From an optimization exercise on the open Yosys and OpenROAD flow, aimed at small area and a short achievable clock period; shortcuts taken in it are not production practice.
The RTL was checked by simulation tests, not by an equivalence proof against the original design.
Power figures rest on the tool's default switching activity, not on a simulated workload.

== the previous run ==
// deflect_port_alloc
module deflect_port_alloc
#(
  parameter int DATA_W     = 32,
  parameter int STARVE_LIM = 8
) (
  input  logic                             clk,
  input  logic                             rst,
  input  logic [NPORT-1:0][CONTROL_W-1:0]  in_control,
  input  logic [NPORT-1:0][DATA_W-1:0]     in_data,
  input  logic [NPORT-1:0][RMATRIX_W-1:0]  in_rmatrix,
  input  logic [NPORT-1:0]                 in_resource_go,
  input  logic                             inj_valid,
  input  logic [CONTROL_W-1:0]             inj_control,
  input  logic [DATA_W-1:0]                inj_data,
  input  logic [RMATRIX_W-1:0]             inj_rmatrix,
  output logic                             inj_ready,
  output logic [NPORT-1:0][CONTROL_W-1:0]  out_control,
  output logic [NPORT-1:0][DATA_W-1:0]     out_data,
  output logic                             eject_valid,
  output logic [CONTROL_W-1:0]             eject_control,
  output logic [DATA_W-1:0]                eject_data,
  output logic                             inj_starve
  ,
  output logic [15:0]                      deflect_count
);
For scale: roughly 1300 cells after synthesis, ~270 flip-flops, ~13000 sq um of cells after synthesis.
export LEC_CHECK = 0
export CAP_MARGIN = 20
export CORE_MARGIN = 2
export CORE_UTILIZATION = 40
export PLACE_DENSITY = 0.55
export SLEW_MARGIN = 20
export SYNTH_HIERARCHICAL = 1
export SYNTH_MINIMUM_KEEP_SIZE = 0
create_clock -name core_clock -period 40.0 [get_ports {clk}]
standard.sh (not shown) runs the stock make flow with config.mk's settings and CLKGATE_MAP_FILE= SYNTH_SCRIPT=/design/flow/synth_recipe.tcl, a recipe that flattens the netlist after the stock synthesis.
==> flow/flow/run.sh <==
#!/bin/bash
# The standard layout with these changes to how it is made:
#  - synthesis is the standard flow's, except that ABC maps the logic with flow/area.abc
#    (flow/synth_area.tcl); registers are mapped before ABC, unchanged;
#  - every input and output port is buffered by a sky130_fd_sc_hd__buf_1
#    instead of the buffer buffer_ports picks by itself;
#  - after placement resizing, post_resize.tcl repairs setup timing against
#    tighter targets (see that file);
set -euo pipefail
HERE=$(pwd)
export FLOW_SYNTH_TCL="$HERE/synth_recipe.tcl"
export AREA_ABC_SCRIPT="$HERE/flow/area.abc"
export BUFFER_PORTS_ARGS="-buffer_cell sky130_fd_sc_hd__buf_1"
export POST_RESIZE_TCL="$HERE/flow/post_resize.tcl"
export CTS_ARGS="-sink_clustering_enable -repair_clock_nets -buf_list sky130_fd_sc_hd__clkbuf_16 -sink_clustering_size 20 -sink_clustering_max_diameter 70 -dont_use_dummy_load"
sed "s#SYNTH_SCRIPT=[^ ]*#SYNTH_SCRIPT=$HERE/flow/synth_area.tcl#" standard.sh > standard_area.sh
grep -q "SYNTH_SCRIPT=$HERE/flow/synth_area.tcl" standard_area.sh
bash standard_area.sh > standard_flow.log 2>&1
==> flow/flow/synth_area.tcl <==
# The standard flow's synthesis script (synth_recipe.tcl, sourced below) with one change:
# ABC maps the combinational logic with flow/area.abc, an area-recovering
# script, instead of ORFS's speed script. Registers are mapped before ABC
# runs, so they are exactly the standard synthesis's.
proc abc {args} {
  set i [lsearch -exact $args -script]
  if {$i >= 0} { lset args [expr {$i + 1}] $::env(AREA_ABC_SCRIPT) }
  yosys abc {*}$args
}
source $::env(FLOW_SYNTH_TCL)
Other scripts of this flow, unchanged in this note and not shown: flow/flow/area.abc, flow/flow/post_resize.tcl
The previous run reached the final stage; the timing, DRC and antenna checks on its layout passed.
Changes in the current run relative to the previous run:
--- a/flow/flow/run.sh
+++ b/flow/flow/run.sh
@@ -15 +15 @@
-export CTS_ARGS="-sink_clustering_enable -repair_clock_nets -buf_list sky130_fd_sc_hd__clkbuf_16 -sink_clustering_size 20 -sink_clustering_max_diameter 70 -dont_use_dummy_load"
+export CTS_ARGS="-sink_clustering_enable -repair_clock_nets -buf_list sky130_fd_sc_hd__clkbuf_16 -sink_clustering_size 28 -sink_clustering_max_diameter 90 -dont_use_dummy_load"
==> flow/flow/synth_area.tcl <==
# The standard flow's synthesis script (synth_recipe.tcl, sourced below) with one change
# to how ABC maps the combinational logic: the small deflect_inj_ready
# module (inj_ready, the only combinational output) keeps ORFS's speed
# script; all other logic is mapped with flow/area.abc, an area-recovering
# script. Registers are mapped before ABC runs, so they are exactly the
# standard synthesis's.
proc abc {args} {
  set i [lsearch -exact $args -script]
  if {$i >= 0} {
    if {[catch {yosys abc {*}$args deflect_inj_ready} err]} {
      puts "speed mapping of deflect_inj_ready skipped: $err"
    }
    lset args [expr {$i + 1}] $::env(AREA_ABC_SCRIPT)
  }
  yosys abc {*}$args
}
source $::env(FLOW_SYNTH_TCL)
There was hardly any difference in initial standard-cell utilization of the core between the current run and the previous run.
The current run does better than the previous run on worst setup slack.
Lower power density over cell area was reported by the current run, not the previous run.
Changes observed in the current run relative to the previous run: total combinational power roughly the same, cell area after layout fell by about 1.1%, routed wire length held steady, die area saw little to no change.
The current run vs the previous run: largest net degree at the start of global routing down

* * *

deflect_port_alloc, a different RTL version from the one above (not shown whole).
Size: about 1,500 cells after synthesis, ~500 I/O pins, ~14,000 sq um of cells after synthesis.
Settings: LEC_CHECK=0, CAP_MARGIN=20, CORE_MARGIN=2, CORE_UTILIZATION=35, CTS_BUF_LIST=sky130_fd_sc_hd__clkbuf_8, PLACE_DENSITY=0.45, SLEW_MARGIN=20, SYNTH_HIERARCHICAL=1, SYNTH_MINIMUM_KEEP_SIZE=0; clock period 40.0 ns.
==> flow/flow/run.sh <==
#!/bin/bash
set -euo pipefail
HERE=$(pwd)
export BUFFER_PORTS_ARGS="-buffer_cell sky130_fd_sc_hd__buf_1"
export POST_RESIZE_TCL="$HERE/flow/post_resize.tcl"
bash standard.sh > standard_flow.log 2>&1
==> flow/flow/post_resize.tcl <==
# Runs inside ORFS's resize step, after repair_design. For this step only,
# inj_ready's output delay is raised so that repair_timing works on the
# input-to-inj_ready path (the design's only combinational path, and its
# critical one) until it can improve it no further. The constraint is put
# back before the step ends; later steps read the SDC file, unchanged.
set inj_port [get_ports inj_ready]
set_output_delay 31.5 -clock core_clock $inj_port
estimate_parasitics -placement
report_checks -through $inj_port -format end
repair_timing -setup -verbose
report_checks -through $inj_port
set_output_delay 8.0 -clock core_clock $inj_port
report_design_area
Edit:
--- a/flow/flow/run.sh
+++ b/flow/flow/run.sh
@@ -5,0 +6 @@
+export CTS_ARGS="-sink_clustering_enable -repair_clock_nets -buf_list sky130_fd_sc_hd__clkbuf_16 -sink_clustering_size 30 -sink_clustering_max_diameter 100 -dont_use_dummy_load"
--- a/flow/config.mk
+++ b/flow/config.mk
@@ -10,3 +10,2 @@
-export CORE_UTILIZATION = 35
-export CTS_BUF_LIST = sky130_fd_sc_hd__clkbuf_8
-export PLACE_DENSITY = 0.45
+export CORE_UTILIZATION = 45
+export PLACE_DENSITY = 0.55
The changed run completed without violations.
Non-clock buffer count went down by 3.
Clock power came out lower by 44%.
Combinational power went down by about 3%.
Utilization climbs by 10 points.
Die area shrinks by 22%.
Fmax is about the same.
Synthesized area stays the same.
Count of clock-buffer cells in the layout goes down by 49.
Wire length came out lower by 12%.
Final cell count drops by 8.3%.
First-iteration DRC count goes up by 14%.
Edit:
--- a/flow/flow/run.sh
+++ b/flow/flow/run.sh
@@ -1,0 +2,7 @@
+# The standard layout with these changes to how it is made:
+#  - synthesis is the standard flow's, except that ABC maps the logic with flow/area.abc
+#    (flow/synth_area.tcl); registers are mapped before ABC, unchanged;
+#  - every input and output port is buffered by a sky130_fd_sc_hd__buf_1
+#    instead of the buffer buffer_ports picks by itself;
+#  - after placement resizing, post_resize.tcl repairs setup timing against
+#    tighter targets (see that file);
@@ -3,0 +11,2 @@
+export FLOW_SYNTH_TCL="$HERE/synth_recipe.tcl"
+export AREA_ABC_SCRIPT="$HERE/flow/area.abc"
@@ -7 +16,3 @@
-bash standard.sh > standard_flow.log 2>&1
+sed "s#SYNTH_SCRIPT=[^ ]*#SYNTH_SCRIPT=$HERE/flow/synth_area.tcl#" standard.sh > standard_area.sh
+grep -q "SYNTH_SCRIPT=$HERE/flow/synth_area.tcl" standard_area.sh
+bash standard_area.sh > standard_flow.log 2>&1
==> flow/flow/area.abc (new file) <==
&get -n
&st
&dch
&nf -R 1000 -p
&put
topo
stime -c
dnsize -c
==> flow/flow/post_resize.tcl (replaced) <==
# Runs inside ORFS's resize step, after repair_design. Two setup repairs
# against tighter targets than the constraints, for this step only:
#  1. inj_ready's output delay is raised so that repair_timing works on the
#     input-to-inj_ready path (the only combinational path) until it can
#     improve it no further; the output delay is then put back;
#  2. every path is repaired to a setup slack of at least 23 ns.
# Later steps read the SDC file, unchanged.
set inj_port [get_ports inj_ready]
set_output_delay 31.5 -clock core_clock $inj_port
estimate_parasitics -placement
report_checks -through $inj_port -format end
repair_timing -setup -verbose
report_checks -through $inj_port
set_output_delay 8.0 -clock core_clock $inj_port
report_checks -group_path_count 5 -format end
repair_timing -setup -setup_margin 23.0 -verbose
report_checks -group_path_count 5 -format end
report_design_area
==> flow/flow/synth_area.tcl (new file) <==
# The standard flow's synthesis script (synth_recipe.tcl, sourced below) with one change:
# ABC maps the combinational logic with flow/area.abc, an area-recovering
# script, instead of ORFS's speed script. Registers are mapped before ABC
# runs, so they are exactly the standard synthesis's.
proc abc {args} {
  set i [lsearch -exact $args -script]
  if {$i >= 0} { lset args [expr {$i + 1}] $::env(AREA_ABC_SCRIPT) }
  yosys abc {*}$args
}
source $::env(FLOW_SYNTH_TCL)
What happened: Count of clock-buffer cells in the layout fell by 1; via count went down by 3.2%; worst setup slack is worse by 0.31 ns.

## separate check: timing with driven ports
The results above use ideal ports. As a check the final layouts listed here were re-extracted and re-timed, cells and wires unchanged.
Step 1: set_driving_cell puts a clkbuf_16 on clk and a buf_2 on each other input, an assumption about the parent block.
Step 2 moves the port delays by t, midway between the first and last clock arrival at a register: inputs arrive t later, outputs are due t later. That takes back most of the time a late clock gives input paths.
a / b / c = ideal ports / drivers / drivers and shift; a / b = the first two.
run | shift t [ns] | setup slack, ns | worst hold slack (ns)
the previous run | 0.591 | 23.108 / 23.088 / 23.088 | 0.427 / 0.427 / 0.427
the current run | 0.548 | 23.377 / 23.338 / 23.338 | 0.438 / 0.438 / 0.438
the first run of note 2 | 0.672 | 23.375 / 23.337 / 23.337 | 0.433 / 0.433 / 0.433
the second run of note 2 | 0.542 | 23.373 / 23.330 / 23.330 | 0.456 / 0.456 / 0.456
the third run of note 2 | 0.543 | 23.061 / 23.026 / 22.712 | 0.441 / 0.441 / 0.441
After both steps setup and hold are still met in every run listed. For the third run of note 2, which loses most, drivers alone change the setup slack by -0.035 ns; drivers and shift together by -0.349 ns.
